From an optimization exercise on the open Yosys and OpenROAD flow, aimed at a short achievable clock period and few clock cycles per item; shortcuts taken in it are not production practice. In this exercise RTL edits were held to simulation tests only and were not proved equivalent to the original. In runs 2 to 5 the design's own scripts or RTL, not TritonCTS, make the clock network. The flow treats the clock pin as an ideal source. Dropping or thinning the clock tree relies on that and would not hold on a real chip. Power figures rest on the tool's default switching activity, not on a simulated workload.

--- design/flow/design.v ---
`timescale 1ns / 1ps
`default_nettype none
package lrs_pkg;
    localparam int LRS_INDEX_BITS = 32;
    localparam int LRS_COUNT_W    = 48;
    localparam int LRS_UNIT_W     = 16;
    localparam int LRS_TOTAL_W    = 32;
    localparam int LRS_LIMIT_W    = LRS_COUNT_W + 1;
    localparam logic [LRS_UNIT_W-1:0] LRS_UNIT_RESET = LRS_UNIT_W'(100);
endpackage
`default_nettype wire
`timescale 1ns / 1ps
`default_nettype none
import lrs_pkg::*;
module lrs_luby_unit #(
    parameter int INDEX_BITS = 32,
    parameter int SEQ_W      = 6,
    parameter int GAP_W      = LRS_UNIT_W + INDEX_BITS - 1
) (
    input  wire logic                  clk,
    input  wire logic                  rst_n,
    input  wire logic [LRS_UNIT_W-1:0] unit,
    input  wire logic                  reload,    
    input  wire logic                  reload2,   
    input  wire logic                  advance,   
    input  wire logic                  last,      
    output logic [GAP_W-1:0]           gap0,
    output logic [GAP_W-1:0]           gap1
);
    logic [INDEX_BITS-1:0] u_reg;     
    logic [SEQ_W-1:0]      e0_reg;    
    logic [SEQ_W-1:0]      e1_reg;    
    logic [GAP_W-1:0]      gap0_reg;
    logic [GAP_W-1:0]      gap1_reg;
    logic [INDEX_BITS-1:0] us_reg;    
    logic [INDEX_BITS-1:0] u_inc;     
    logic                  wrap;
    assign wrap = us_reg[0];
    lrs_counter #(.W(INDEX_BITS), .LO(2), .INIT(2)) u_u (
        .clk   (clk),
        .rst_n (rst_n),
        .inc   (advance && !last && wrap),
        .value (u_reg),
        .value_inc (u_inc)
    );
    always_ff @(posedge clk or negedge rst_n)
    begin
        if (!rst_n)
        begin
            us_reg <= INDEX_BITS'(2);
            e0_reg <= '0;
            e1_reg <= '0;
        end
        else if (advance)
        begin
            e0_reg <= e1_reg;
            if (!last)
            begin
                if (wrap)
                begin
                    us_reg <= u_inc;
                    e1_reg <= '0;
                end
                else
                begin
                    us_reg <= us_reg >> 1;
                    e1_reg <= e1_reg + SEQ_W'(1);
                end
            end
        end
    end
    always_ff @(posedge clk)
    begin
        if (reload)
        begin
            gap0_reg <= GAP_W'(unit) << {e0_reg[SEQ_W-1:2], 2'b00};
            gap1_reg <= GAP_W'(unit) << {e1_reg[SEQ_W-1:2], 2'b00};
        end
        else if (reload2)
        begin
            gap0_reg <= gap0_reg << e0_reg[1:0];
            gap1_reg <= gap1_reg << e1_reg[1:0];
        end
        else if (advance)
        begin
            gap0_reg <= gap1_reg;
            if (!last)
                gap1_reg <= wrap ? GAP_W'(unit) : {gap1_reg[GAP_W-2:0], 1'b0};
        end
    end
    assign gap0 = gap0_reg;
    assign gap1 = gap1_reg;
endmodule
module lrs_counter #(
    parameter int W    = 32,
    parameter int LO   = 4,
    parameter int INIT = 0
) (
    input  wire logic         clk,
    input  wire logic         rst_n,
    input  wire logic         inc,
    output logic [W-1:0]      value,
    output logic [W-1:0]      value_inc    
);
    localparam logic [W-1:0] INIT_V = W'(INIT);
    logic [LO-1:0]   lo_reg;
    logic [W-LO-1:0] hi_reg;
    logic [W-LO-1:0] hi_up_reg;    
    always_ff @(posedge clk or negedge rst_n)
    begin
        if (!rst_n)
        begin
            lo_reg <= INIT_V[LO-1:0];
            hi_reg <= INIT_V[W-1:LO];
        end
        else
        begin
            if (inc)
            begin
                lo_reg <= lo_reg + LO'(1);
                if (&lo_reg)
                    hi_reg <= hi_up_reg;
            end
        end
    end
    always_ff @(posedge clk)
        hi_up_reg <= hi_reg + (W-LO)'(1);
    assign value     = {hi_reg, lo_reg};
    assign value_inc = {(&lo_reg) ? hi_up_reg : hi_reg, lo_reg + LO'(1)};
endmodule
module lrs_gp_tree #(
    parameter int N = 4
) (
    input  wire logic [N-1:0] g,
    input  wire logic [N-1:0] p,
    output logic              go,
    output logic              po
);
    localparam int L = (N > 1) ? $clog2(N) : 1;
    localparam int M = 1 << L;
    logic [2*M-2:0] tg;    
    logic [2*M-2:0] tp;
    for (genvar i = 0; i < M; i++) begin : g_leaf
        if (i < N) begin : g_in
            assign tg[M-1+i] = g[i];
            assign tp[M-1+i] = p[i];
        end else begin : g_pad
            assign tg[M-1+i] = 1'b0;
            assign tp[M-1+i] = 1'b1;
        end
    end
    for (genvar k = 0; k < M - 1; k++) begin : g_node
        assign tg[k] = tg[2*k+2] | (tp[2*k+2] & tg[2*k+1]);
        assign tp[k] = tp[2*k+2] & tp[2*k+1];
    end
    assign go = tg[0];
    assign po = tp[0];
endmodule
module lrs_cmp_part #(
    parameter int AW = 48,
    parameter int GW = 47,
    parameter int NG = 13       
) (
    input  wire logic [AW-1:0] a,
    input  wire logic [AW-1:0] b,
    input  wire logic [GW-1:0] g,
    output logic [NG-1:0]      grp_g,
    output logic [NG-1:0]      grp_p,
    output logic               top
);
    logic [49:0]     oa;
    logic [49:0]     ob;
    logic [49:0]     og;
    logic [49:0]     x;
    logic [49:0]     y;
    logic [4*NG-1:0] bg;
    logic [4*NG-1:0] bp;
    assign oa = {{(50-AW){1'b0}}, a};
    assign ob = ~{{(50-AW){1'b0}}, b};
    assign og = ~{{(50-GW){1'b0}}, g};
    assign x  = oa ^ ob ^ og;
    assign y  = {(oa[48:0] & ob[48:0]) | (oa[48:0] & og[48:0]) | (ob[48:0] & og[48:0]), 1'b1};
    assign bg = (4*NG)'(x[48:0] & y[48:0]);
    assign bp = {{(4*NG-49){1'b1}}, x[48:0] | y[48:0]};
    for (genvar j = 0; j < NG; j++) begin : g_grp
        lrs_gp_tree #(.N(4)) u_grp (
            .g (bg[4*j +: 4]), .p (bp[4*j +: 4]), .go (grp_g[j]), .po (grp_p[j]));
    end
    assign top = x[49] ^ y[49];
endmodule
module lrs_cmp_fin #(
    parameter int NG = 13
) (
    input  wire logic [NG-1:0] grp_g,
    input  wire logic [NG-1:0] grp_p,
    input  wire logic          top,
    output logic               gt
);
    logic c;
    logic unused_p;
    lrs_gp_tree #(.N(NG)) u_join (
        .g (grp_g), .p (grp_p), .go (c), .po (unused_p));
    assign gt = !(top ^ c);
endmodule
module lrs_pick #(
    parameter int W = 1
) (
    input  wire logic         sel,
    input  wire logic [W-1:0] a1,
    input  wire logic [W-1:0] a0,
    output logic [W-1:0]      y
);
    assign y = sel ? a1 : a0;
endmodule
module lrs_pick4 #(
    parameter int W = 1
) (
    input  wire logic [1:0]     sel,
    input  wire logic [4*W-1:0] a,      
    output logic [W-1:0]        y
);
    assign y = a[sel*W +: W];
endmodule
`default_nettype wire
`timescale 1ns / 1ps
`default_nettype none
import lrs_pkg::*;
module luby_restart_scheduler #(
    parameter int INDEX_BITS = lrs_pkg::LRS_INDEX_BITS
) (
    input  wire logic                              clk,
    input  wire logic                              rst_n,
    input  wire logic                              cfg_wr_en,
    input  wire logic [lrs_pkg::LRS_UNIT_W-1:0]    cfg_wr_data,
    input  wire logic                              in_valid,
    output logic                                   in_ready,
    input  wire logic [lrs_pkg::LRS_COUNT_W-1:0]   conflict_count,
    output logic                                   out_valid,
    input  wire logic                              out_ready,
    output logic                                   restart,
    output logic [lrs_pkg::LRS_TOTAL_W-1:0]        restart_total
);
    localparam int SEQ_W = $clog2(INDEX_BITS);
    localparam int GAP_W = LRS_UNIT_W + INDEX_BITS - 1;
    localparam int QD    = 5;
    logic [LRS_UNIT_W-1:0]  unit_reg;
    logic                   reload_reg;
    logic                   reload2_reg;
    logic                   in_ready_reg;
    logic [2:0]             occ_reg;
    logic [LRS_COUNT_W-1:0] a1_count;
    logic                   a1_valid;
    logic [LRS_COUNT_W-1:0] a2_count;
    logic                   a2_valid;
    logic [3:0][12:0]        a2_g;
    logic [3:0][12:0]        a2_p;
    logic [3:0]             a2_top;
    logic [LRS_COUNT_W-1:0] b_count;
    logic                   b_valid;
    logic                   b_gt_prev;
    logic                   b_gt_old;
    logic                   prev_fire;   
    logic [LRS_COUNT_W-1:0] lim_count;
    logic [GAP_W-1:0]       lim_gap;
    logic [INDEX_BITS-1:0]  total;       
    logic [QD-1:0]          q_valid;     
    logic                   q_empty;     
    logic                   out_vld;     
    logic [QD-1:0]          q_fire;
    logic [GAP_W-1:0]       gap0;
    logic [GAP_W-1:0]       gap1;
    logic                   accept;
    logic                   fire;
    logic                   total_max;   
    logic                   total_last;  
    logic                   total_step;
    assign accept = in_valid && in_ready_reg;
    logic [3:0][2:0] occ_opt;    
    logic [3:0]      rdy_opt;
    always_comb
    begin
        for (int k = 0; k < 4; k++)
        begin
            occ_opt[k] = occ_reg + 3'(k[1] && in_ready_reg) - 3'(k[0] && !q_empty);
            rdy_opt[k] = occ_opt[k] < 3'(QD);
        end
    end
    logic [2:0] occ_next;
    logic       rdy_next;
    lrs_pick4 #(.W(4)) u_pick_in (
        .sel ({in_valid, out_ready}),
        .a   ({occ_opt[3], rdy_opt[3], occ_opt[2], rdy_opt[2],
               occ_opt[1], rdy_opt[1], occ_opt[0], rdy_opt[0]}),
        .y   ({occ_next, rdy_next}));
    always_ff @(posedge clk or negedge rst_n)
    begin
        if (!rst_n)
        begin
            unit_reg    <= LRS_UNIT_RESET;
            reload_reg  <= 1'b1;
            reload2_reg <= 1'b1;
            occ_reg     <= '0;
            a1_valid    <= 1'b0;
        end
        else
        begin
            if (cfg_wr_en)
                unit_reg <= cfg_wr_data;
            reload_reg  <= cfg_wr_en;    
            reload2_reg <= reload_reg;
            occ_reg     <= occ_next;
            a1_valid    <= accept;
        end
    end
    always_ff @(posedge clk)
        in_ready_reg <= rdy_next;
    always_ff @(posedge clk)
        a1_count <= conflict_count;
    logic [3:0][12:0] a1_g;
    logic [3:0][12:0] a1_p;
    logic [3:0] a1_top;
    lrs_cmp_part #(.AW(LRS_COUNT_W), .GW(GAP_W)) u_cmp_p1g0 (
        .a (a1_count), .b (a2_count), .g (gap0),
        .grp_g (a1_g[0]), .grp_p (a1_p[0]), .top (a1_top[0]));
    lrs_cmp_part #(.AW(LRS_COUNT_W), .GW(GAP_W)) u_cmp_p1g1 (
        .a (a1_count), .b (a2_count), .g (gap1),
        .grp_g (a1_g[1]), .grp_p (a1_p[1]), .top (a1_top[1]));
    lrs_cmp_part #(.AW(LRS_COUNT_W), .GW(GAP_W)) u_cmp_p2 (
        .a (a1_count), .b (b_count), .g (gap0),
        .grp_g (a1_g[2]), .grp_p (a1_p[2]), .top (a1_top[2]));
    lrs_cmp_part #(.AW(LRS_COUNT_W), .GW(GAP_W)) u_cmp_lim (
        .a (a1_count), .b (lim_count), .g (lim_gap),
        .grp_g (a1_g[3]), .grp_p (a1_p[3]), .top (a1_top[3]));
    always_ff @(posedge clk)
    begin
        a2_count <= a1_count;
        a2_g     <= a1_g;
        a2_p     <= a1_p;
        a2_top   <= a1_top;
    end
    logic [3:0] a2_gt;
    for (genvar k = 0; k < 4; k++) begin : g_fin
        lrs_cmp_fin u_fin (
            .grp_g (a2_g[k]), .grp_p (a2_p[k]), .top (a2_top[k]), .gt (a2_gt[k]));
    end
    always_ff @(posedge clk)
    begin
        b_count   <= a2_count;
        b_gt_prev <= prev_fire ? a2_gt[1] : a2_gt[0];
        b_gt_old  <= prev_fire ? a2_gt[2] : a2_gt[3];
    end
    assign fire       = b_valid && (prev_fire ? b_gt_prev : b_gt_old);
    assign total_step = fire && !total_max;
    always_ff @(posedge clk or negedge rst_n)
    begin
        if (!rst_n)
        begin
            a2_valid  <= 1'b0;
            b_valid   <= 1'b0;
            prev_fire <= 1'b0;
            lim_count  <= '0;
            lim_gap    <= '0;
            total_max  <= 1'b0;
            total_last <= 1'b0;
        end
        else
        begin
            a2_valid  <= a1_valid;
            b_valid   <= a2_valid;
            prev_fire <= fire;
            if (fire)
            begin
                lim_count <= b_count;
                lim_gap   <= gap0;
            end
            if (total_step)
            begin
                total_max  <= total_last;
                total_last <= total == {{(INDEX_BITS-2){1'b1}}, 2'b01};
            end
        end
    end
    lrs_counter #(.W(INDEX_BITS), .LO(4), .INIT(0)) u_total (
        .clk   (clk),
        .rst_n (rst_n),
        .inc   (total_step),
        .value (total),
        .value_inc ()
    );
    lrs_luby_unit #(
        .INDEX_BITS (INDEX_BITS),
        .SEQ_W      (SEQ_W),
        .GAP_W      (GAP_W)
    ) u_luby (
        .clk     (clk),
        .rst_n   (rst_n),
        .unit    (unit_reg),
        .reload  (reload_reg),
        .reload2 (reload2_reg),
        .advance (total_step),
        .last    (total_last),
        .gap0    (gap0),
        .gap1    (gap1)
    );
    localparam int LO = 4;
    localparam int HI = INDEX_BITS - LO;
    logic [1:0][QD-1:0]     n_valid;
    logic [1:0][QD-1:0]     n_fire;
    logic [1:0]             n_load;      
    logic [1:0]             n_hfire;     
    logic [LO-1:0]          head_lo;
    logic [HI-1:0]          head_hi;
    logic [HI-1:0]          head_hi_up;  
    logic                   head_zero;   
    logic                   head_max;    
    logic [INDEX_BITS-1:0]  out_total;   
    logic                   out_fire;    
    always_comb
    begin
        for (int t = 0; t < 2; t++)
        begin
            logic          tk;
            logic [QD:0]   sv;
            logic [QD:0]   sf;
            logic [QD-1:0] wr;
            tk = (t == 1) && !q_empty;
            for (int i = 0; i < QD; i++)
            begin
                sv[i] = tk ? ((i < QD - 1) ? q_valid[i+1] : 1'b0) : ((i == 0) ? !q_empty : q_valid[i]);
                sf[i] = tk ? ((i < QD - 1) ? q_fire[i+1]  : 1'b0) : q_fire[i];
            end
            sv[QD] = 1'b0;
            sf[QD] = 1'b0;
            for (int i = 0; i < QD; i++)
                wr[i] = b_valid && !sv[i] && (i == 0 || sv[i-1]);
            for (int i = 0; i < QD; i++)
            begin
                n_valid[t][i] = sv[i] || wr[i];
                n_fire[t][i]  = wr[i] ? fire : sf[i];
            end
            n_load[t]  = (tk && q_valid[1]) || wr[0];
            n_hfire[t] = wr[0] ? fire : q_fire[1];
        end
    end
    logic [1:0][LO-1:0] h_lo;
    logic [1:0][HI-1:0] h_hi;
    logic [1:0]         h_max;
    always_comb
    begin
        for (int t = 0; t < 2; t++)
        begin
            logic step;
            step = n_hfire[t] && (head_zero || !head_max);
            if (head_zero)
            begin
                h_lo[t]  = LO'(n_hfire[t]);
                h_hi[t]  = '0;
                h_max[t] = 1'b0;
            end
            else
            begin
                h_lo[t]  = step ? head_lo + LO'(1) : head_lo;
                h_hi[t]  = (step && &head_lo) ? head_hi_up : head_hi;
                h_max[t] = head_max || (step && {head_hi, head_lo} == {{(INDEX_BITS-1){1'b1}}, 1'b0});
            end
        end
    end
    localparam int SW = 2 * QD + 2 + INDEX_BITS;
    logic [1:0][SW-1:0] st_opt;
    logic [SW-1:0]      st_int;
    logic [QD+INDEX_BITS:0] out_opt [2];
    logic [QD+INDEX_BITS:0] st_out;
    always_comb
    begin
        for (int t = 0; t < 2; t++)
        begin
            st_opt[t] = {n_valid[t],
                         n_fire[t][QD-1:1],
                         n_load[t] ? n_hfire[t] : q_fire[0],
                         head_zero && !n_load[t],
                         n_load[t] ? h_max[t] : head_max,
                         n_load[t] ? {h_hi[t], h_lo[t]} : {head_hi, head_lo}};
            out_opt[t] = {n_valid[t][0],
                          {(QD-1){1'b0}},
                          n_load[t] ? n_hfire[t] : q_fire[0],
                          n_load[t] ? {h_hi[t], h_lo[t]} : {head_hi, head_lo}};
        end
    end
    lrs_pick #(.W(SW)) u_pick_state (
        .sel (out_ready), .a1 (st_opt[1]), .a0 (st_opt[0]), .y (st_int));
    lrs_pick #(.W(QD+INDEX_BITS+1)) u_pick_out (
        .sel (out_ready), .a1 (out_opt[1]), .a0 (out_opt[0]), .y (st_out));
    always_ff @(posedge clk or negedge rst_n)
    begin
        if (!rst_n)
        begin
            q_valid   <= '0;
            q_empty   <= 1'b1;
            out_vld   <= 1'b0;
            q_fire[0] <= 1'b0;
            head_zero <= 1'b1;
        end
        else
        begin
            q_valid   <= st_int[SW-1 -: QD];
            q_empty   <= !st_int[SW-1-QD+1];
            out_vld   <= st_out[QD+INDEX_BITS];
            q_fire[0] <= st_int[INDEX_BITS+2];
            head_zero <= st_int[INDEX_BITS+1];
        end
    end
    always_ff @(posedge clk)
    begin
        q_fire[QD-1:1] <= st_int[SW-1-QD -: QD-1];
        head_max       <= st_int[INDEX_BITS];
        {head_hi, head_lo} <= st_int[INDEX_BITS-1:0];
        head_hi_up     <= head_hi + HI'(1);
        out_fire       <= st_out[INDEX_BITS];
        out_total      <= st_out[INDEX_BITS-1:0];
    end
    assign in_ready      = in_ready_reg;
    assign out_valid     = out_vld;
    assign restart       = out_fire;
    assign restart_total = LRS_TOTAL_W'(out_total);
endmodule
`default_nettype wire
--- design/flow/flow/run.sh ---
#!/bin/bash
# The standard layout, except that the clock tree is built by
# flow/cts_tree.tcl instead of TritonCTS: the clock port drives four root
# buffers, one per sector of the core, and each drives the buffers of its
# clusters of flip-flops. Everything else (synthesis, floorplan, placement,
# the repairs after CTS, routing and finish) is the standard flow.
# make's own output goes to flow_make.log; each ORFS step keeps its log under
# orfs/logs/.
set -euo pipefail
here=$(pwd)
export PRE_CTS_TCL="$here/flow/cts_tree.tcl"
bash standard.sh PRE_CTS_TCL="$PRE_CTS_TCL" finish > "$here/flow_make.log" 2>&1
--- design/flow/flow/cts_tree.tcl ---
# Clock tree used in place of TritonCTS (sourced as PRE_CTS_TCL; cts.tcl then
# calls clock_tree_synthesis, which this replaces). The flip-flops are split
# into clusters of about equal size by capacitated k-means on their
# locations, with a clkbuf_16 at the centre of each. The cluster buffers are
# split by angle around their centre into four sectors, each with a root
# clkbuf_16 at its centre, driven straight from the clock port. Every
# flip-flop is thus two buffers from the port.
proc clock_tree_synthesis { args } {
  set nclus 32
  set bufm  sky130_fd_sc_hd__clkbuf_16
  set rootm sky130_fd_sc_hd__clkbuf_16
  set block [ord::get_db_block]
  set db [ord::get_db]
  set clk [$block findNet clk]
  set sinks {}
  foreach it [$clk getITerms] {
    set inst [$it getInst]
    set bb [$inst getBBox]
    lappend sinks [list $it [expr {([$bb xMin] + [$bb xMax]) / 2.0}] [expr {([$bb yMin] + [$bb yMax]) / 2.0}]]
  }
  set n [llength $sinks]
  puts "cts_tree: $n sinks, $nclus clusters, $nroot roots"
  # k-means on sink locations, seeded along a sorted order
  set sorted [lsort -real -index 1 $sinks]
  set cx {}; set cy {}
  for {set k 0} {$k < $nclus} {incr k} {
    set s [lindex $sorted [expr {int(($k + 0.5) * $n / $nclus)}]]
    lappend cx [lindex $s 1]; lappend cy [lindex $s 2]
  }
  set cap [expr {int(ceil(1.15 * $n / $nclus))}]
  for {set iter 0} {$iter < 30} {incr iter} {
    # capacitated assignment: sinks in order of their best distance
    set cnt [lrepeat $nclus 0]
    set assign {}
    set cand {}
    set idx 0
    foreach s $sinks {
      set x [lindex $s 1]; set y [lindex $s 2]
      set ds {}
      for {set k 0} {$k < $nclus} {incr k} {
        lappend ds [list $k [expr {abs($x - [lindex $cx $k]) + abs($y - [lindex $cy $k])}]]
      }
      lappend cand [list $idx [lsort -real -index 1 $ds]]
      incr idx
    }
    set cand [lsort -real -command {apply {{a b} {expr {[lindex [lindex $a 1] 0 1] < [lindex [lindex $b 1] 0 1] ? -1 : 1}}}} $cand]
    set assign [lrepeat $n -1]
    foreach c $cand {
      foreach kd [lindex $c 1] {
        set k [lindex $kd 0]
        if {[lindex $cnt $k] < $cap} {
          lset cnt $k [expr {[lindex $cnt $k] + 1}]
          lset assign [lindex $c 0] $k
          break
        }
      }
    }
    set sx [lrepeat $nclus 0.0]; set sy [lrepeat $nclus 0.0]
    for {set i 0} {$i < $n} {incr i} {
      set k [lindex $assign $i]
      set s [lindex $sinks $i]
      lset sx $k [expr {[lindex $sx $k] + [lindex $s 1]}]
      lset sy $k [expr {[lindex $sy $k] + [lindex $s 2]}]
    }
    for {set k 0} {$k < $nclus} {incr k} {
      if {[lindex $cnt $k] > 0} {
        lset cx $k [expr {[lindex $sx $k] / [lindex $cnt $k]}]
        lset cy $k [expr {[lindex $sy $k] / [lindex $cnt $k]}]
      }
    }
  }
  set bufmaster [$db findMaster $bufm]
  set rootmaster [$db findMaster $rootm]
  # group the cluster buffers into nroot groups by angle around their centre;
  # one root buffer per group, each driven straight from the clock port
  set nroot 4
  set mx 0.0; set my 0.0
  for {set k 0} {$k < $nclus} {incr k} { set mx [expr {$mx + [lindex $cx $k]}]; set my [expr {$my + [lindex $cy $k]}] }
  set mx [expr {$mx / $nclus}]; set my [expr {$my / $nclus}]
  set ang {}
  for {set k 0} {$k < $nclus} {incr k} {
    lappend ang [list $k [expr {atan2([lindex $cy $k] - $my, [lindex $cx $k] - $mx)}]]
  }
  set ang [lsort -real -index 1 $ang]
  set group [lrepeat $nclus 0]
  for {set j 0} {$j < $nclus} {incr j} {
    lset group [lindex [lindex $ang $j] 0] [expr {$j * $nroot / $nclus}]
  }
  set rootnets {}
  for {set r 0} {$r < $nroot} {incr r} {
    set gx 0.0; set gy 0.0; set gn 0
    for {set k 0} {$k < $nclus} {incr k} {
      if {[lindex $group $k] == $r} { set gx [expr {$gx + [lindex $cx $k]}]; set gy [expr {$gy + [lindex $cy $k]}]; incr gn }
    }
    set root [odb::dbInst_create $block $rootmaster "clkbuf_root_${r}_clk"]
    $root setLocation [expr {int($gx / $gn)}] [expr {int($gy / $gn)}]
    $root setPlacementStatus PLACED
    set rnet [odb::dbNet_create $block "clknet_root_${r}"]
    $rnet setSigType CLOCK
    [$root findITerm A] connect $clk
    [$root findITerm X] connect $rnet
    lappend rootnets $rnet
  }
  set leafnets {}
  for {set k 0} {$k < $nclus} {incr k} {
    set b [odb::dbInst_create $block $bufmaster "clkbuf_leaf_${k}_clk"]
    $b setLocation [expr {int([lindex $cx $k])}] [expr {int([lindex $cy $k])}]
    $b setPlacementStatus PLACED
    set net [odb::dbNet_create $block "clknet_leaf_${k}"]
    $net setSigType CLOCK
    [$b findITerm A] connect [lindex $rootnets [lindex $group $k]]
    [$b findITerm X] connect $net
    lappend leafnets $net
  }
  for {set i 0} {$i < $n} {incr i} {
    set it [lindex [lindex $sinks $i] 0]
    $it disconnect
    $it connect [lindex $leafnets [lindex $assign $i]]
  }
  puts "cts_tree: cluster sizes [lsort -integer $cnt]"
  set_propagated_clock [all_clocks]
}
--- design/flow/standard.sh ---
#!/bin/bash
# synth_recipe.tcl (not shown) runs the flow's synth.tcl, then flattens the netlist and writes it again
# the make line also repeats each setting of config.mk as NAME=value (left out here)
make -C /OpenROAD-flow-scripts/flow DESIGN_CONFIG=/design/flow/config.mk WORK_HOME=/design/flow/orfs CLKGATE_MAP_FILE= SYNTH_SCRIPT=/design/flow/synth_recipe.tcl "${@:-finish}"
--- design/flow/config.mk ---
export PLATFORM = sky130hd
export DESIGN_NAME = luby_restart_scheduler
export DESIGN_NICKNAME = luby_restart_scheduler
export VERILOG_FILES = /design/flow/design.v
export SDC_FILE = /design/flow/constraint.sdc
export NUM_CORES = 4
export LEC_CHECK = 0
export ABC_CLOCK_PERIOD_IN_PS = 2000
export CAP_MARGIN = 20
export CORE_MARGIN = 2
export CORE_UTILIZATION = 40
export GPL_TIMING_DRIVEN = 1
export SETUP_SLACK_MARGIN = 3.0
export SLEW_MARGIN = 20
export SYNTH_HIERARCHICAL = 1
--- design/flow/constraint.sdc ---
create_clock -name core_clock -period 5.0 [get_ports {clk}]
set_input_delay 1.0000 -clock core_clock [delete_from_list [all_inputs] [get_ports {clk}]]
set_output_delay 1.0000 -clock core_clock [all_outputs]
set_load 0.01 [all_outputs]
==> results.cfg, run 1 <==
[run_status]
outcome = did not finish
lastStage = 4_1_cts
firstError = Error: cts.tcl, 36 can't read "nroot": no such variable

[logic_synthesis]
synth_warnings = 16
synth.cell_area_um2 = 38000
synth.avg_cell_area_um2 = 9.84
postSynthCellCount = 3859

[floorplanning]
initial_utilization = 0.401
io_pins = 104
rows = 113
dieHeight_um = 312
die_w_um = 312

[placement]
dp_cells = 5111
hpwl_mm = 64.0
port_buffers = 103
placed_cell_area_um2 = 40100
gp_congestion = 0.887
detailedPlace.worstSlack_ps = 1630
how the worst max path moves through the flow:
| stage | startpoint | endpoint | slack, ps | depth (start not counted) |
|---|---|---|---|---|
| floorplan | prev_fire | u_luby.u_u.hi_reg[10] | 2700 | 12 |
| detailed placement | b_valid | u_luby.u_u.hi_reg[26] | 1630 | 5 |
| global placement | b_valid | u_luby.u_u.hi_reg[23] | 1720 | 5 |
through the flow:
stage	hold WS [ps]	utilization
detailed placement	336	0.424
global placement	339	0.424
floorplan	331	-
power groups by stage:
stage          Clock (mW)  Combinational [mW]  Sequential (mW)
2_1_floorplan           0                5.83             8.42
3_3_place_gp            0                6.99             9.25
3_5_place_dp            0                7.17             9.27
Testbench counts, summed over its fixed seeds: cycles 22,528, items 22,400.
==> run 2, diff against run 1 <==
--- a/design/flow/design.v
+++ b/design/flow/design.v
@@ -36,7 +36,7 @@
     logic [INDEX_BITS-1:0] u_inc;     
     logic                  wrap;
     assign wrap = us_reg[0];
-    lrs_counter #(.W(INDEX_BITS), .LO(2), .INIT(2)) u_u (
+    lrs_counter #(.W(INDEX_BITS), .LO(2), .INIT(2), .LAZY(1'b1)) u_u (
         .clk   (clk),
         .rst_n (rst_n),
         .inc   (advance && !last && wrap),
@@ -94,7 +94,8 @@
 module lrs_counter #(
     parameter int W    = 32,
     parameter int LO   = 4,
-    parameter int INIT = 0
+    parameter int INIT = 0,
+    parameter bit LAZY = 1'b0
 ) (
     input  wire logic         clk,
     input  wire logic         rst_n,
@@ -106,21 +107,27 @@
     logic [LO-1:0]   lo_reg;
     logic [W-LO-1:0] hi_reg;
     logic [W-LO-1:0] hi_up_reg;    
+    logic            carry_reg;    
     always_ff @(posedge clk or negedge rst_n)
     begin
         if (!rst_n)
         begin
-            lo_reg <= INIT_V[LO-1:0];
-            hi_reg <= INIT_V[W-1:LO];
+            lo_reg    <= INIT_V[LO-1:0];
+            hi_reg    <= INIT_V[W-1:LO];
+            carry_reg <= 1'b0;
         end
         else
         begin
             if (inc)
-            begin
                 lo_reg <= lo_reg + LO'(1);
-                if (&lo_reg)
+            if (LAZY)
+            begin
+                carry_reg <= inc && &lo_reg;
+                if (carry_reg)
                     hi_reg <= hi_up_reg;
             end
+            else if (inc && &lo_reg)
+                hi_reg <= hi_up_reg;
         end
     end
     always_ff @(posedge clk)
@@ -202,6 +209,37 @@
         .g (grp_g), .p (grp_p), .go (c), .po (unused_p));
     assign gt = !(top ^ c);
 endmodule
+module lrs_fire (
+    input  wire logic       clk,
+    input  wire logic       rst_n,
+    input  wire logic       a_valid,    
+    input  wire logic [3:0] a_gt,       
+    output logic            fire,
+    output logic            b_valid     
+);
+    logic gt_prev;
+    logic gt_old;
+    logic prev_fire;    
+    always_ff @(posedge clk or negedge rst_n)
+    begin
+        if (!rst_n)
+        begin
+            b_valid   <= 1'b0;
+            prev_fire <= 1'b0;
+        end
+        else
+        begin
+            b_valid   <= a_valid;
+            prev_fire <= fire;
+        end
+    end
+    always_ff @(posedge clk)
+    begin
+        gt_prev <= prev_fire ? a_gt[1] : a_gt[0];
+        gt_old  <= prev_fire ? a_gt[2] : a_gt[3];
+    end
+    assign fire = b_valid && (prev_fire ? gt_prev : gt_old);
+endmodule
 module lrs_pick #(
     parameter int W = 1
 ) (
@@ -257,9 +295,6 @@
     logic [3:0]             a2_top;
     logic [LRS_COUNT_W-1:0] b_count;
     logic                   b_valid;
-    logic                   b_gt_prev;
-    logic                   b_gt_old;
-    logic                   prev_fire;   
     logic [LRS_COUNT_W-1:0] lim_count;
     logic [GAP_W-1:0]       lim_gap;
     logic [INDEX_BITS-1:0]  total;       
@@ -344,20 +379,25 @@
             .grp_g (a2_g[k]), .grp_p (a2_p[k]), .top (a2_top[k]), .gt (a2_gt[k]));
     end
     always_ff @(posedge clk)
-    begin
-        b_count   <= a2_count;
-        b_gt_prev <= prev_fire ? a2_gt[1] : a2_gt[0];
-        b_gt_old  <= prev_fire ? a2_gt[2] : a2_gt[3];
-    end
-    assign fire       = b_valid && (prev_fire ? b_gt_prev : b_gt_old);
+        b_count <= a2_count;
+    logic fire_l;    
+    logic fire_q;    
+    logic b_valid_q;
+    lrs_fire u_fire (
+        .clk (clk), .rst_n (rst_n), .a_valid (a2_valid), .a_gt (a2_gt),
+        .fire (fire), .b_valid (b_valid));
+    lrs_fire u_fire_l (
+        .clk (clk), .rst_n (rst_n), .a_valid (a2_valid), .a_gt (a2_gt),
+        .fire (fire_l), .b_valid ());
+    lrs_fire u_fire_q (
+        .clk (clk), .rst_n (rst_n), .a_valid (a2_valid), .a_gt (a2_gt),
+        .fire (fire_q), .b_valid (b_valid_q));
     assign total_step = fire && !total_max;
     always_ff @(posedge clk or negedge rst_n)
     begin
         if (!rst_n)
         begin
             a2_valid  <= 1'b0;
-            b_valid   <= 1'b0;
-            prev_fire <= 1'b0;
             lim_count  <= '0;
             lim_gap    <= '0;
             total_max  <= 1'b0;
@@ -366,8 +406,6 @@
         else
         begin
             a2_valid  <= a1_valid;
-            b_valid   <= a2_valid;
-            prev_fire <= fire;
             if (fire)
             begin
                 lim_count <= b_count;
@@ -380,7 +418,7 @@
             end
         end
     end
-    lrs_counter #(.W(INDEX_BITS), .LO(4), .INIT(0)) u_total (
+    lrs_counter #(.W(INDEX_BITS), .LO(4), .INIT(0), .LAZY(1'b1)) u_total (
         .clk   (clk),
         .rst_n (rst_n),
         .inc   (total_step),
@@ -397,7 +435,7 @@
         .unit    (unit_reg),
         .reload  (reload_reg),
         .reload2 (reload2_reg),
-        .advance (total_step),
+        .advance (fire_l && !total_max),
         .last    (total_last),
         .gap0    (gap0),
         .gap1    (gap1)
@@ -432,14 +470,14 @@
             sv[QD] = 1'b0;
             sf[QD] = 1'b0;
             for (int i = 0; i < QD; i++)
-                wr[i] = b_valid && !sv[i] && (i == 0 || sv[i-1]);
+                wr[i] = b_valid_q && !sv[i] && (i == 0 || sv[i-1]);
             for (int i = 0; i < QD; i++)
             begin
                 n_valid[t][i] = sv[i] || wr[i];
-                n_fire[t][i]  = wr[i] ? fire : sf[i];
+                n_fire[t][i]  = wr[i] ? fire_q : sf[i];
             end
             n_load[t]  = (tk && q_valid[1]) || wr[0];
-            n_hfire[t] = wr[0] ? fire : q_fire[1];
+            n_hfire[t] = wr[0] ? fire_q : q_fire[1];
         end
     end
     logic [1:0][LO-1:0] h_lo;
--- a/design/flow/flow/cts_tree.tcl
+++ b/design/flow/flow/cts_tree.tcl
@@ -7,6 +7,7 @@
 # flip-flop is thus two buffers from the port.
 proc clock_tree_synthesis { args } {
   set nclus 32
+  set nroot 4
   set bufm  sky130_fd_sc_hd__clkbuf_16
   set rootm sky130_fd_sc_hd__clkbuf_16
   set block [ord::get_db_block]
@@ -73,7 +74,6 @@
   set rootmaster [$db findMaster $rootm]
   # group the cluster buffers into nroot groups by angle around their centre;
   # one root buffer per group, each driven straight from the clock port
-  set nroot 4
   set mx 0.0; set my 0.0
   for {set k 0} {$k < $nclus} {incr k} { set mx [expr {$mx + [lindex $cx $k]}]; set my [expr {$my + [lindex $cy $k]}] }
   set mx [expr {$mx / $nclus}]; set my [expr {$my / $nclus}]
==> run 2 against run 1 <==
Effect of this change: now clean on timing, DRC and antenna; synthesized cell count decreased by 4.4%; area after synthesis is 0.33% higher.
==> results.cfg, run 2 <==
[grt]
antenna_found_initial = 0
met2_usage = 0.303
gr-usage-met1 = 0.272
grt_overflow = 0
grt_pass1_vias = 26200
grt_pass1_wl_mm = 148
grt_max_degree = 104
track_usage = 0.186
gr-max-usage-layer = met2
met3_usage = 0.0205

[pwr]
irDropWorstVdd_v = 0.000233
power_mw = 19.9
p_leak_nw = 18.0
powerDensity_nw_per_um2 = 468

[logic_synthesis]
synth_warnings = 17
synth.avg_cell_area_um2 = 10.3
postSynthCellCount = 3691
synth.cell_area_um2 = 38100

[sta]
worst_pin_slew_ps = 777
grt_setup_unrepaired = true
drv_slew = 0
hold_violations = 0
fin_crit_ps = 2220
max_freq_ghz = 0.449
tns_ps = 0
slew_headroom = 0.482
finalCritPeriodShare = 0.445
clock-skew-final_ps = 43.3
setup_viol = 0

[placement]
dp_cells = 4952
port_buffers = 103
gp_congestion = 0.878
hpwl_mm = 63.3

[worst_setup_path]
crit_fanout = 5
cp.required_ps = 5340
worstPathArrival_ps = 2560
end_kind = register
critPathLaunchType = register
crit_type = register to register

[final_layout]
layout_commonest_cell = nand2_1
fin_util = 0.449
layout.cells.non_filler = 5059
layout-drive-gt1-share = 0.159
finalNetCount = 4070
largest_reg_flops = 52
regMostFlops = a2_g
final_cell_mix = nand2_1 (568), dfxtp_1 (401), nor2_1 (364)
syn_to_final_growth_pct = 11.6

[floorplanning]
core_area_um2 = 94700
rows = 113
initial_utilization = 0.402
dieArea_um2 = 97700
die_w_um = 313
io_pins = 104
dieHeight_um = 313

[routing]
via_per_inst = 5.19
antenna_left = 0
vias = 26300
drt-total-wl_mm = 92.7
drcViolationCount = 0
wl_per_cell_um = 18.3
dr.pass1.iters = 5
drt_iter0_markers = 1969

[run_status]
outcome = complete, no violations

[clocking]
clkLatencyLatePin_ps = 430
clk_pin_slew_worst_paths_ps = 100
cts_hold_buffers = 0

[run]
max_cap_violations = 0

[min_path]
min_path_type = register to register
## run 2: worst max-delay path, stage by stage, from the launching register on
cell and delay (ps):
dfrtp_1 410, mux2i_2 170, nor2b_4 200, nand2_2 70
mux2_4 310, nor3_4 220, buf_6 170, clkbuf_16 180
mux2i_2 240, mux2_4 170
## run 2: final cells by class
cell class	count	area, µm²
well taps	1265	1580
flip-flops and latches	747	17200
inverters	239	902
diodes	1	2.50
repair buffers	190	2030
fillers	9030	52200
multi-input cells	2581	19900
plain buffers	36	901
## run 2: per-layer routing
layer,vias to the layer above,wire (µm)
met4,0,1940
met3,136,5110
li1,12700,-
met5,-,0
met2,656,42100
met1,12800,43500
## run 2: report_power, final
group,internal (mW),switching [mW],total [mW]
combinational,3.58,4.01,7.59
clock,1.30,1.88,3.18
sequential,7.57,1.54,9.12
total,12.4,7.44,19.9
## run 2: stage by stage
step / instance area, µm² / setup slack [ps] / hold WS [ps]
2_1_floorplan: 38300 / 2900 / 331
3_3_place_gp: 40200 / 1830 / 332
3_5_place_dp: 40200 / 1750 / 343
4_1_cts: 41900 / 2740 / 366
5_1_grt: 42500 / 2670 / 388
6_report: 42500 / 2780 / 367
## run 2: timing repair
item,in CTS,in global routing
gates cloned,9,5
gates resized for setup,170,85
pin swaps,8,9
endpoints found under the hold margin,0,0
buffers inserted,38,18
endpoints found under the setup margin,350,208
## run 2: worst paths after layout
| kind | slack (ps) | from | cells after the start | endpoint |
|---|---|---|---|---|
| worst max-delay path | 2780 | u_fire_q.prev_fire | 9 | out_total[30] |
| worst min-delay path | 370 | a1_valid | 0 | a2_valid |
| worst max register to register | 2780 | u_fire_q.prev_fire | 9 | out_total[30] |
| worst min register to register | 370 | a1_valid | 0 | a2_valid |
| max in group asynchronous | 3380 | rst_n | 2 | u_total.hi_reg[7] |
| min in group asynchronous | 440 | rst_n | 1 | unit_reg[13] |
Testbench counts of run 2, summed over its fixed seeds: cycles 22,528, items 22,400.
==> run 3, diff against run 2 <==
--- a/design/flow/design.v
+++ b/design/flow/design.v
@@ -282,8 +282,8 @@
     localparam int GAP_W = LRS_UNIT_W + INDEX_BITS - 1;
     localparam int QD    = 5;
     logic [LRS_UNIT_W-1:0]  unit_reg;
-    logic                   reload_reg;
-    logic                   reload2_reg;
+    logic                   reload_n;    
+    logic                   reload2_n;   
     logic                   in_ready_reg;
     logic [2:0]             occ_reg;
     logic [LRS_COUNT_W-1:0] a1_count;
@@ -332,8 +332,8 @@
         if (!rst_n)
         begin
             unit_reg    <= LRS_UNIT_RESET;
-            reload_reg  <= 1'b1;
-            reload2_reg <= 1'b1;
+            reload_n    <= 1'b0;
+            reload2_n   <= 1'b0;
             occ_reg     <= '0;
             a1_valid    <= 1'b0;
         end
@@ -341,8 +341,8 @@
         begin
             if (cfg_wr_en)
                 unit_reg <= cfg_wr_data;
-            reload_reg  <= cfg_wr_en;    
-            reload2_reg <= reload_reg;
+            reload_n    <= !cfg_wr_en;   
+            reload2_n   <= reload_n;
             occ_reg     <= occ_next;
             a1_valid    <= accept;
         end
@@ -433,8 +433,8 @@
         .clk     (clk),
         .rst_n   (rst_n),
         .unit    (unit_reg),
-        .reload  (reload_reg),
-        .reload2 (reload2_reg),
+        .reload  (!reload_n),
+        .reload2 (!reload2_n),
         .advance (fire_l && !total_max),
         .last    (total_last),
         .gap0    (gap0),
@@ -442,26 +442,29 @@
     );
     localparam int LO = 4;
     localparam int HI = INDEX_BITS - LO;
-    logic [1:0][QD-1:0]     n_valid;
-    logic [1:0][QD-1:0]     n_fire;
-    logic [1:0]             n_load;      
-    logic [1:0]             n_hfire;     
+    logic [3:0][QD-1:0]     n_valid;
+    logic [3:0][QD-1:0]     n_fire;
+    logic [3:0]             n_load;      
+    logic [3:0]             n_hfire;     
     logic [LO-1:0]          head_lo;
     logic [HI-1:0]          head_hi;
     logic [HI-1:0]          head_hi_up;  
-    logic                   head_zero;   
+    logic                   head_live;   
+    logic                   head_zero;
     logic                   head_max;    
     logic [INDEX_BITS-1:0]  out_total;   
     logic                   out_fire;    
     always_comb
     begin
-        for (int t = 0; t < 2; t++)
+        for (int c = 0; c < 4; c++)
         begin
             logic          tk;
+            logic          f;
             logic [QD:0]   sv;
             logic [QD:0]   sf;
             logic [QD-1:0] wr;
-            tk = (t == 1) && !q_empty;
+            tk = c[1] && !q_empty;
+            f  = c[0];
             for (int i = 0; i < QD; i++)
             begin
                 sv[i] = tk ? ((i < QD - 1) ? q_valid[i+1] : 1'b0) : ((i == 0) ? !q_empty : q_valid[i]);
@@ -473,60 +476,69 @@
                 wr[i] = b_valid_q && !sv[i] && (i == 0 || sv[i-1]);
             for (int i = 0; i < QD; i++)
             begin
-                n_valid[t][i] = sv[i] || wr[i];
-                n_fire[t][i]  = wr[i] ? fire_q : sf[i];
+                n_valid[c][i] = sv[i] || wr[i];
+                n_fire[c][i]  = wr[i] ? f : sf[i];
             end
-            n_load[t]  = (tk && q_valid[1]) || wr[0];
-            n_hfire[t] = wr[0] ? fire_q : q_fire[1];
+            n_load[c]  = (tk && q_valid[1]) || wr[0];
+            n_hfire[c] = wr[0] ? f : q_fire[1];
         end
     end
-    logic [1:0][LO-1:0] h_lo;
-    logic [1:0][HI-1:0] h_hi;
-    logic [1:0]         h_max;
+    logic [3:0][LO-1:0] h_lo;
+    logic [3:0][HI-1:0] h_hi;
+    logic [3:0]         h_max;
+    assign head_zero = !head_live;
     always_comb
     begin
-        for (int t = 0; t < 2; t++)
+        for (int c = 0; c < 4; c++)
         begin
             logic step;
-            step = n_hfire[t] && (head_zero || !head_max);
+            step = n_hfire[c] && (head_zero || !head_max);
             if (head_zero)
             begin
-                h_lo[t]  = LO'(n_hfire[t]);
-                h_hi[t]  = '0;
-                h_max[t] = 1'b0;
+                h_lo[c]  = LO'(n_hfire[c]);
+                h_hi[c]  = '0;
+                h_max[c] = 1'b0;
             end
             else
             begin
-                h_lo[t]  = step ? head_lo + LO'(1) : head_lo;
-                h_hi[t]  = (step && &head_lo) ? head_hi_up : head_hi;
-                h_max[t] = head_max || (step && {head_hi, head_lo} == {{(INDEX_BITS-1){1'b1}}, 1'b0});
+                h_lo[c]  = step ? head_lo + LO'(1) : head_lo;
+                h_hi[c]  = (step && &head_lo) ? head_hi_up : head_hi;
+                h_max[c] = head_max || (step && {head_hi, head_lo} == {{(INDEX_BITS-1){1'b1}}, 1'b0});
             end
         end
     end
     localparam int SW = 2 * QD + 2 + INDEX_BITS;
+    localparam int OW = 2 + INDEX_BITS;
+    logic [3:0][SW-1:0] st_c;
+    logic [3:0][OW-1:0] out_c;
     logic [1:0][SW-1:0] st_opt;
+    logic [1:0][OW-1:0] out_opt;
     logic [SW-1:0]      st_int;
-    logic [QD+INDEX_BITS:0] out_opt [2];
-    logic [QD+INDEX_BITS:0] st_out;
+    logic [OW-1:0]      st_out;
     always_comb
     begin
-        for (int t = 0; t < 2; t++)
+        for (int c = 0; c < 4; c++)
         begin
-            st_opt[t] = {n_valid[t],
-                         n_fire[t][QD-1:1],
-                         n_load[t] ? n_hfire[t] : q_fire[0],
-                         head_zero && !n_load[t],
-                         n_load[t] ? h_max[t] : head_max,
-                         n_load[t] ? {h_hi[t], h_lo[t]} : {head_hi, head_lo}};
-            out_opt[t] = {n_valid[t][0],
-                          {(QD-1){1'b0}},
-                          n_load[t] ? n_hfire[t] : q_fire[0],
-                          n_load[t] ? {h_hi[t], h_lo[t]} : {head_hi, head_lo}};
+            st_c[c]  = {n_valid[c],
+                        n_fire[c][QD-1:1],
+                        n_load[c] ? n_hfire[c] : q_fire[0],
+                        head_live || n_load[c],
+                        n_load[c] ? h_max[c] : head_max,
+                        n_load[c] ? {h_hi[c], h_lo[c]} : {head_hi, head_lo}};
+            out_c[c] = {n_valid[c][0],
+                        n_load[c] ? n_hfire[c] : q_fire[0],
+                        n_load[c] ? {h_hi[c], h_lo[c]} : {head_hi, head_lo}};
         end
     end
+    for (genvar t = 0; t < 2; t++) begin : g_pick_fire
+        lrs_pick #(.W(SW)) u_pick_state_f (
+            .sel (fire_q), .a1 (st_c[2*t+1]), .a0 (st_c[2*t]), .y (st_opt[t]));
+        lrs_pick #(.W(OW)) u_pick_out_f (
+            .sel (fire_q), .a1 (out_c[2*t+1]), .a0 (out_c[2*t]), .y (out_opt[t]));
+    end
     lrs_pick #(.W(SW)) u_pick_state (
         .sel (out_ready), .a1 (st_opt[1]), .a0 (st_opt[0]), .y (st_int));
-    lrs_pick #(.W(QD+INDEX_BITS+1)) u_pick_out (
+    lrs_pick #(.W(OW)) u_pick_out (
         .sel (out_ready), .a1 (out_opt[1]), .a0 (out_opt[0]), .y (st_out));
     always_ff @(posedge clk or negedge rst_n)
     begin
@@ -536,15 +548,15 @@
             q_empty   <= 1'b1;
             out_vld   <= 1'b0;
             q_fire[0] <= 1'b0;
-            head_zero <= 1'b1;
+            head_live <= 1'b0;
         end
         else
         begin
             q_valid   <= st_int[SW-1 -: QD];
             q_empty   <= !st_int[SW-1-QD+1];
-            out_vld   <= st_out[QD+INDEX_BITS];
+            out_vld   <= st_out[INDEX_BITS+1];
             q_fire[0] <= st_int[INDEX_BITS+2];
-            head_zero <= st_int[INDEX_BITS+1];
+            head_live <= st_int[INDEX_BITS+1];
         end
     end
     always_ff @(posedge clk)
==> run 3 against run 2 <==
Effect of this change: still clean; clock power about the same; hold slack got worse by 1.6 ps; power grew 8.0%; die area increased by 8.0%; sequential power is essentially flat; register-to-register slack about the same; via count rose by 11%; critical path type unchanged; critical endpoint is now out_total[31].
==> results.cfg, run 3 <==
[logic_synthesis]
postSynthCellCount = 3962
synth.avg_cell_area_um2 = 10.4
synth_warnings = 15
synth.cell_area_um2 = 41200

[pwr]
swShare = 0.383
clkPwrFrac = 0.148
irDropWorstVdd_v = 0.000265
cellInternalPower_mw = 13.2
p_comb_frac = 0.426
powerDensity_nw_per_um2 = 461
power_mw = 21.5
p_seq_frac = 0.426
p_leak_nw = 19.7
switchingPower_mw = 8.23

[grt]
grt_max_degree = 81
gr-max-usage-layer = met2
met2_usage = 0.307
gr-usage-met1 = 0.284
antenna_found_initial = 0
grt_pass1_wl_mm = 167
grt_overflow = 0
track_usage = 0.194
met3_usage = 0.0232
grt_pass1_vias = 29000

[routing]
vias = 29100
via_per_inst = 5.33
wl_per_cell_um = 19.4
drt_iter0_markers = 2109
dr.pass1.iters = 6
drt-total-wl_mm = 106
drcViolationCount = 0
antenna_left = 0

[worst_setup_path]
cp.required_ps = 5270
worstPathArrival_ps = 2510
crit_type = register to register
slowest_delay_ps = 650
cp-startpoint = q_empty
crit_fanout = 7
path_cells = buf_6 > nor2b_4 > nor2_4 > clkinv_4 > buf_8 > a31oi_1 > o21ai_1 > mux2_2 > mux2_2
end_kind = register
critPathLaunchType = register
critPathSlowestCell = dfstp_4
r2r_start = q_empty
crit_top_cell = mux2_2

[final_layout]
final_cell_mix = nand2_1 (555), dfxtp_1 (373), nor2_1 (364)
largest_reg_flops = 52
layout.cells.non_filler = 5466
regMostFlops = a2_g
final_cell_area_um2 = 46600
layout_commonest_cell = nand2_1
diodes = 0
finalNetCount = 4375
syn_to_final_growth_pct = 13.1
layout-drive-gt1-share = 0.226

[run_status]
outcome = complete, no violations

[clocking]
cts_hold_buffers = 0
clkLatencyLatePin_ps = 420
clk_pin_slew_worst_paths_ps = 100

[placement]
port_buffers = 103
dp_cells = 5297
placed_cell_area_um2 = 43200
gp_congestion = 0.864
hpwl_mm = 68.1

[floorplanning]
core_area_um2 = 102000
initial_utilization = 0.404
rows = 117
die_w_um = 325
io_pins = 104
dieHeight_um = 325
dieArea_um2 = 106000

[sta]
clock-skew-final_ps = 51.0
grt_setup_unrepaired = true
max_freq_ghz = 0.447
setup_viol = 0
slew_headroom = 0.471
drv_slew = 0
hold_violations = 0
tns_ps = 0
finalCritPeriodShare = 0.447
fin_crit_ps = 2240
worst_pin_slew_ps = 793

[min_path]
worstHoldStart = a1_valid
min_path_type = register to register

[run]
max_cap_violations = 0
==> run 3: cell count changes in the layout (fill, tap and decap cells not counted), sizes merged, moves of 27 or more <==
| cell | delta |
|---|---|
| buf | +62 |
| and2 | +28 |
| o21ai | +65 |
| mux2 | +154 |
| mux2i | -27 |
| o2bb2ai | +28 |
==> run 3: worst max-delay path: cells and delay by family (launching register included) <==
| family | cells | cell delay, ps |
|---|---|---|
| multiplexers | 2 | 560 |
| AO/OA/AOI/OAI | 2 | 320 |
| AND/OR/NAND/NOR | 2 | 210 |
| flip-flops | 1 | 650 |
| buffers and inverters | 3 | 400 |
==> run 3: power by group through the flow <==
| stage | logic (mW) | clock network (mW) | registers, mW |
|---|---|---|---|
| floorplan | 6.53 | 0 | 8.55 |
| global placement | 7.69 | 0 | 9.29 |
| detailed placement | 7.85 | 0 | 9.32 |
| CTS | 8.86 | 3.30 | 9.12 |
| global route | 10.2 | 3.51 | 9.33 |
| finish | 9.15 | 3.18 | 9.15 |
==> run 3: worst paths after layout <==
| check | end | cells past startpoint | slack (ps) |
|---|---|---|---|
| worst max-delay path | out_total[31] | 9 | 2760 |
| worst min-delay path | a2_valid | 0 | 360 |
| max in group asynchronous | lim_gap[19] | 2 | 3320 |
| worst min register to register | a2_valid | 0 | 360 |
| worst max register to register | out_total[31] | 9 | 2760 |
| min in group asynchronous | unit_reg[4] | 1 | 570 |
==> run 3: area by class of cell <==
cell class / instances / area (µm²)
Fill cell: 9491 / 55300
Multi-Input combinational cell: 2823 / 23100
Sequential cell: 747 / 17200
Timing Repair Buffer: 244 / 2700
Tap cell: 1368 / 1710
Inverter: 247 / 968
Buffer: 36 / 901
Timing Repair inverter: 1 / 8.76
==> run 3: routing by layer <==
metal	wire length, µm	vias to the layer above
met5	0	-
met4	2760	0
met3	6030	157
met2	47200	837
met1	50200	14300
li1	-	13800
==> run 3: timing repair <==
action | CTS | global route
setup endpoints to repair | 366 | 187
cloned | 28 | 4
pin swaps | 48 | 11
gates resized for setup | 315 | 106
setup buffers | 77 | 24
==> run 3: through the flow <==
step / util / hold WS [ps] / setup WS (ps)
6_report: 0.457 / 365 / 2760
5_1_grt: 0.457 / 390 / 2730
4_1_cts: 0.452 / 369 / 2850
3_5_place_dp: 0.424 / 344 / 1880
3_3_place_gp: 0.424 / 340 / 1920
2_1_floorplan: - / 331 / 3000
Testbench counts of run 3, summed over its fixed seeds: cycles 22,528, items 22,400.
==> run 4, diff against run 3 <==
--- a/design/flow/design.v
+++ b/design/flow/design.v
@@ -172,8 +172,7 @@
     input  wire logic [AW-1:0] b,
     input  wire logic [GW-1:0] g,
     output logic [NG-1:0]      grp_g,
-    output logic [NG-1:0]      grp_p,
-    output logic               top
+    output logic [NG-1:0]      grp_p
 );
     logic [49:0]     oa;
     logic [49:0]     ob;
@@ -193,21 +192,19 @@
         lrs_gp_tree #(.N(4)) u_grp (
             .g (bg[4*j +: 4]), .p (bp[4*j +: 4]), .go (grp_g[j]), .po (grp_p[j]));
     end
-    assign top = x[49] ^ y[49];
 endmodule
 module lrs_cmp_fin #(
     parameter int NG = 13
 ) (
     input  wire logic [NG-1:0] grp_g,
     input  wire logic [NG-1:0] grp_p,
-    input  wire logic          top,
     output logic               gt
 );
     logic c;
     logic unused_p;
     lrs_gp_tree #(.N(NG)) u_join (
         .g (grp_g), .p (grp_p), .go (c), .po (unused_p));
-    assign gt = !(top ^ c);
+    assign gt = c;
 endmodule
 module lrs_fire (
     input  wire logic       clk,
@@ -292,7 +289,6 @@
     logic                   a2_valid;
     logic [3:0][12:0]        a2_g;
     logic [3:0][12:0]        a2_p;
-    logic [3:0]             a2_top;
     logic [LRS_COUNT_W-1:0] b_count;
     logic                   b_valid;
     logic [LRS_COUNT_W-1:0] lim_count;
@@ -353,30 +349,28 @@
         a1_count <= conflict_count;
     logic [3:0][12:0] a1_g;
     logic [3:0][12:0] a1_p;
-    logic [3:0] a1_top;
     lrs_cmp_part #(.AW(LRS_COUNT_W), .GW(GAP_W)) u_cmp_p1g0 (
         .a (a1_count), .b (a2_count), .g (gap0),
-        .grp_g (a1_g[0]), .grp_p (a1_p[0]), .top (a1_top[0]));
+        .grp_g (a1_g[0]), .grp_p (a1_p[0]));
     lrs_cmp_part #(.AW(LRS_COUNT_W), .GW(GAP_W)) u_cmp_p1g1 (
         .a (a1_count), .b (a2_count), .g (gap1),
-        .grp_g (a1_g[1]), .grp_p (a1_p[1]), .top (a1_top[1]));
+        .grp_g (a1_g[1]), .grp_p (a1_p[1]));
     lrs_cmp_part #(.AW(LRS_COUNT_W), .GW(GAP_W)) u_cmp_p2 (
         .a (a1_count), .b (b_count), .g (gap0),
-        .grp_g (a1_g[2]), .grp_p (a1_p[2]), .top (a1_top[2]));
+        .grp_g (a1_g[2]), .grp_p (a1_p[2]));
     lrs_cmp_part #(.AW(LRS_COUNT_W), .GW(GAP_W)) u_cmp_lim (
         .a (a1_count), .b (lim_count), .g (lim_gap),
-        .grp_g (a1_g[3]), .grp_p (a1_p[3]), .top (a1_top[3]));
+        .grp_g (a1_g[3]), .grp_p (a1_p[3]));
     always_ff @(posedge clk)
     begin
         a2_count <= a1_count;
         a2_g     <= a1_g;
         a2_p     <= a1_p;
-        a2_top   <= a1_top;
     end
     logic [3:0] a2_gt;
     for (genvar k = 0; k < 4; k++) begin : g_fin
         lrs_cmp_fin u_fin (
-            .grp_g (a2_g[k]), .grp_p (a2_p[k]), .top (a2_top[k]), .gt (a2_gt[k]));
+            .grp_g (a2_g[k]), .grp_p (a2_p[k]), .gt (a2_gt[k]));
     end
     always_ff @(posedge clk)
         b_count <= a2_count;
==> run 4 against run 3 <==
Effect of this change: critical path type unchanged; still clean; largest power group is now combinational logic; sequential share of layout area decreased by 0.18 points; via count about the same; area after synthesis decreased by 0.17%; critical endpoint unchanged; cell count decreased by 0.20%.
==> results.cfg, run 4 <==
[run_status]
outcome = complete, no violations

[worst_setup_path]
slowest_delay_ps = 510
path_cells = a21bo_4 > a211oi_4 > buf_6 > buf_12 > nor2_4 > a31oi_1 > o21ai_1 > mux2_2 > mux2_2
rr_endpoint = out_total[31]
r2r_cells = 9
crit_type = register to register
crit_fanout = 5
worstPathArrival_ps = 2620
crit_top_cell = mux2_2
r2r_slack_ps = 2680
critPathSlowestCell = dfrtp_4
endpoint = out_total[31]
critPathLaunchType = register
r2r_start = head_live
end_kind = register
cp-startpoint = head_live
cp.required_ps = 5300

[routing]
drcViolationCount = 0
drt_iter0_markers = 2194
antenna_left = 0
wl_per_cell_um = 19.7
dr.pass1.iters = 5
via_per_inst = 5.34
vias = 29100
drt-total-wl_mm = 107

[logic_synthesis]
synth.avg_cell_area_um2 = 10.4
synth.cell_area_um2 = 41100
synth_warnings = 15
postSynthCellCount = 3954

[grt]
grt_pass1_wl_mm = 168
grt_overflow = 0
antenna_found_initial = 5
grt_max_degree = 89
grt_pass1_vias = 29000
track_usage = 0.196

[sta]
drv_slew = 0
hold_violations = 0
grt_setup_unrepaired = true
setup_viol = 0
fin_crit_ps = 2320
max_freq_ghz = 0.430
clock-skew-final_ps = 36.9
tns_ps = 0
finalCritPeriodShare = 0.465
worst_hold_slack_ps = 363
worst_pin_slew_ps = 850
slew_headroom = 0.433

[placement]
hpwl_mm = 70.9
port_buffers = 103
gp_congestion = 0.878
placed_cell_area_um2 = 43100

[clocking]
clkLatencyLatePin_ps = 430
cts_hold_buffers = 0
clk_pin_slew_worst_paths_ps = 100

[pwr]
irDropWorstVdd_v = 0.000313
powerDensity_nw_per_um2 = 475
power_mw = 22.2
p_leak_nw = 19.7

[final_layout]
final_cell_mix = nand2_1 (537), dfxtp_1 (361), nor2_1 (356)
regMostFlops = a2_g
finalNetCount = 4363
largest_reg_flops = 52
layout-drive-gt1-share = 0.234
final_cell_area_um2 = 46600
layout_commonest_cell = nand2_1
syn_to_final_growth_pct = 13.4
fin_util = 0.457

[floorplanning]
die_w_um = 325
rows = 117
dieHeight_um = 325
core_area_um2 = 102000
initial_utilization = 0.404
io_pins = 104
dieArea_um2 = 105000

[run]
max_cap_violations = 0

[min_path]
min_path_type = register to register
==> run 4: changes by cell type in the layout (fill, tap and decap cells not counted), sizes merged, moves of 5 or more <==
cell	before	now
dlygate4sd2	6	1
nand2	576	568
nor2	375	367
buf	151	167
nand2b	22	28
nor2b	28	37
clkdlybuf4s15	11	6
==> run 4: cell type report <==
type / instances / area [µm²]
diodes: 1 / 2.50
flip-flops and latches: 743 / 17100
plain buffers: 36 / 901
multi-input cells: 2810 / 23400
inverters: 251 / 982
well taps: 1368 / 1710
repair buffers: 246 / 2500
fillers: 9577 / 55300
==> run 4: layer usage <==
metal  vias to the layer above  GRT usage  part of all wire
li1                      13700          -                 -
met1                     14400      0.287              0.47
met2                       820      0.316              0.46
met3                       177     0.0167             0.051
met4                         4     0.0434             0.026
met5                         -          0           0.00031
==> run 4: worst max-delay path: cells and delay by family, from the launching register on <==
kind                   cells  cell delay, ps
and+or+nand+nor            1              30
AOI/OAI and AO/OA          4             830
muxes                      2             540
DFF                        1             510
buffers and inverters      2             320
==> run 4: repair_timing <==
action / CTS / global route
pin swaps: 23 / 9
buffers inserted: 76 / 27
cloned: 17 / 4
endpoints found under the setup margin: 460 / 183
resized for setup: 390 / 105
==> run 4: stage by stage <==
| stage | cells | setup WS, ps |
|---|---|---|
| final | 5455 | 2680 |
| after global routing | 5455 | 2660 |
| after CTS | 5423 | 2810 |
| after detailed placement | 5294 | 1820 |
| after global placement | 5294 | 1930 |
| after floorplan | 3982 | 3000 |
==> run 4: report_power, final <==
part	internal (mW)	leakage [nW]	total, mW	switching (mW)
Clock	1.30	0.444	3.19	1.89
Combinational	4.57	11.8	9.60	5.03
Sequential	7.60	7.48	9.36	1.76
Total	13.5	19.7	22.2	8.69
==> run 4: worst min path at each step <==
stage / from / slack (ps) / depth (start not counted) / end
floorplan: a1_valid / 330 / 0 / a2_valid
finish: a1_valid / 360 / 0 / a2_valid
global placement: a1_valid / 330 / 0 / a2_valid
global route: a1_valid / 380 / 0 / a2_valid
CTS: a1_valid / 370 / 0 / a2_valid
detailed placement: a1_valid / 340 / 0 / a2_valid
Testbench counts of run 4, summed over its fixed seeds: cycles 22,528, items 22,400.
==> run 5, diff against run 4 <==
--- a/design/flow/design.v
+++ b/design/flow/design.v
@@ -294,8 +294,7 @@
     logic [LRS_COUNT_W-1:0] lim_count;
     logic [GAP_W-1:0]       lim_gap;
     logic [INDEX_BITS-1:0]  total;       
-    logic [QD-1:0]          q_valid;     
-    logic                   q_empty;     
+    logic [QD-1:0]          q_valid;
     logic                   out_vld;     
     logic [QD-1:0]          q_fire;
     logic [GAP_W-1:0]       gap0;
@@ -312,7 +311,7 @@
     begin
         for (int k = 0; k < 4; k++)
         begin
-            occ_opt[k] = occ_reg + 3'(k[1] && in_ready_reg) - 3'(k[0] && !q_empty);
+            occ_opt[k] = occ_reg + 3'(k[1] && in_ready_reg) - 3'(k[0] && q_valid[0]);
             rdy_opt[k] = occ_opt[k] < 3'(QD);
         end
     end
@@ -457,11 +456,11 @@
             logic [QD:0]   sv;
             logic [QD:0]   sf;
             logic [QD-1:0] wr;
-            tk = c[1] && !q_empty;
+            tk = c[1] && q_valid[0];
             f  = c[0];
             for (int i = 0; i < QD; i++)
             begin
-                sv[i] = tk ? ((i < QD - 1) ? q_valid[i+1] : 1'b0) : ((i == 0) ? !q_empty : q_valid[i]);
+                sv[i] = tk ? ((i < QD - 1) ? q_valid[i+1] : 1'b0) : q_valid[i];
                 sf[i] = tk ? ((i < QD - 1) ? q_fire[i+1]  : 1'b0) : q_fire[i];
             end
             sv[QD] = 1'b0;
@@ -539,7 +538,6 @@
         if (!rst_n)
         begin
             q_valid   <= '0;
-            q_empty   <= 1'b1;
             out_vld   <= 1'b0;
             q_fire[0] <= 1'b0;
             head_live <= 1'b0;
@@ -547,7 +545,6 @@
         else
         begin
             q_valid   <= st_int[SW-1 -: QD];
-            q_empty   <= !st_int[SW-1-QD+1];
             out_vld   <= st_out[INDEX_BITS+1];
             q_fire[0] <= st_int[INDEX_BITS+2];
             head_live <= st_int[INDEX_BITS+1];
==> run 5 against run 4 <==
Effect of this change: sequential power shrank 1%; highest routed layer unchanged; largest cell class unchanged; area after synthesis hardly changed; hold slack lost 1.5 ps; critical path depth decreased by 1; largest power group unchanged.
==> results.cfg, run 5 <==
[grt]
grt_pass1_wl_mm = 163
grt_overflow = 0
antenna_found_initial = 1
grt_max_degree = 95
grt_pass1_vias = 28600
track_usage = 0.188

[pwr]
power_mw = 21.9
irDropWorstVdd_v = 0.000289
p_leak_nw = 19.6
powerDensity_nw_per_um2 = 476

[final_layout]
syn_to_final_growth_pct = 11.6
layout-drive-gt1-share = 0.216
layout_commonest_cell = nand2_1
final_cell_mix = nand2_1 (473), dfxtp_1 (367), nor2_1 (361)
largest_reg_flops = 52
regMostFlops = a2_g
finalNetCount = 4289

[floorplanning]
dieHeight_um = 325
rows = 117
die_w_um = 325
io_pins = 104
initial_utilization = 0.404
core_area_um2 = 102000
dieArea_um2 = 105000

[worst_setup_path]
critPathLaunchType = register
end_kind = register
crit_fanout = 16
worstPathArrival_ps = 2540
cp.required_ps = 5290
crit_type = register to register

[clocking]
cts_hold_buffers = 0
clk_pin_slew_worst_paths_ps = 90
clkLatencyLatePin_ps = 410

[placement]
gp_congestion = 0.912
port_buffers = 103
hpwl_mm = 67.6

[sta]
slew_headroom = 0.473
grt_setup_unrepaired = true
drv_slew = 0
setup_viol = 0
tns_ps = 0
max_freq_ghz = 0.445
clock-skew-final_ps = 31.5
worst_pin_slew_ps = 791
worst_hold_slack_ps = 361
fin_crit_ps = 2250
hold_violations = 0
finalCritPeriodShare = 0.449

[routing]
drcViolationCount = 0
drt-total-wl_mm = 103
wl_per_cell_um = 19.2
vias = 28700
antenna_left = 0
dr.pass1.iters = 8
drt_iter0_markers = 2075
via_per_inst = 5.34

[run_status]
outcome = complete, no violations

[min_path]
min_path_type = register to register

[logic_synthesis]
synth_warnings = 15
synth.cell_area_um2 = 41100
synth.avg_cell_area_um2 = 10.6
postSynthCellCount = 3892

[run]
max_cap_violations = 0
[run 5: per-layer routing]
layer  vias to the layer above  GRT usage  routed length [µm]
met5                         -          0                  13
met4                         2     0.0393                2480
met3                       158     0.0149                5180
met2                       748      0.323               49200
met1                     14200      0.261               46200
li1                      13600          -                   -
[run 5: critical path, stage by stage, from the launching register on]
cell,delay (ps)
dfrtp_4,520
buf_4,150
buf_4,140
nand2b_4,220
nor3_4,100
buf_4,220
a22o_1,220
mux2_4,270
mux2_4,280
[run 5: report_power, final]
group	internal, mW	switching [mW]	leakage [nW]
sequential	7.60	1.63	7.47
combinational	4.52	4.96	11.7
clock	1.30	1.85	0.444
[run 5: timing repair]
action | 4_1_cts | 5_1_grt
buffers inserted | 70 | 26
pin swaps | 24 | 33
gates resized for setup | 226 | 107
endpoints found under the hold margin | 0 | 0
endpoints found under the setup margin | 446 | 224
cloned | 17 | 13
[run 5: worst paths after layout]
check / start / slack, ps / to / cells after the start
setup / recovery: u_fire_q.b_valid / 2750 / out_total[22] / 8
hold / removal: a1_valid / 360 / a2_valid / 0
setup reg to reg: u_fire_q.b_valid / 2750 / out_total[22] / 8
hold reg to reg: a1_valid / 360 / a2_valid / 0
max in group asynchronous: rst_n / 3270 / q_valid[0] / 2
min in group asynchronous: rst_n / 610 / lim_gap[5] / 1
[run 5: final cells by class]
class | instances | area, µm²
Inverter | 253 | 968
Sequential cell | 743 | 17100
Fill cell | 9620 | 56000
Timing Repair Buffer | 238 | 2560
Multi-Input combinational cell | 2741 | 22600
Timing Repair inverter | 1 | 5.00
Buffer | 36 | 901
Tap cell | 1368 | 1710
Antenna cell | 1 | 2.50
[run 5: metrics by stage]
stage / worst slack, ps / cell area, µm² / cells / utilization
after floorplan: 2920 / 41400 / 3920 / -
final: 2750 / 45900 / 5381 / 0.450
after detailed placement: 1910 / 43000 / 5218 / 0.422
after CTS: 2750 / 45200 / 5341 / 0.443
after global placement: 1980 / 43000 / 5218 / 0.422
after global routing: 2710 / 45900 / 5380 / 0.450
Testbench counts of run 5, summed over its fixed seeds: cycles 22,528, items 22,400.

[port drivers added, routing unchanged]
How much do the figures lean on ideal ports? The routed layouts below were timed once more, with nothing changed but the port constraints. Step 1 sets driving cells, clkbuf_16 on the clock port and buf_2 on the other inputs (assumed; they add their load-dependent delay and slew). Step 2, shift: input delay + t, output delay - t, t = (earliest + latest rising clock arrival at the registers) / 2. This alone moves slack from input paths to output paths. Three values: ideal, step 1, step 2; two values: the first two.
run	t, ns	slack for setup (ns)	hold WS [ns]	slew at the worst register clock pin (ns)	worst data-port slew with drivers (ns)
run 2	0.532	2.775 / 2.775 / 2.378	0.367 / 0.354 / 0.367	0.11 / 0.11	0.10
run 3	0.544	2.764 / 2.764 / 2.640	0.365 / 0.365 / 0.365	0.11 / 0.11	0.05
run 4	0.552	2.677 / 2.677 / 2.574	0.363 / 0.363 / 0.363	0.12 / 0.12	0.12
run 5	0.542	2.755 / 2.755 / 2.583	0.361 / 0.361 / 0.361	0.11 / 0.11	0.08
After both steps every run listed still meets setup and hold. The setup slack of run 2, which loses most, moves by 0.000 ns with the drivers and by -0.397 ns with both steps.
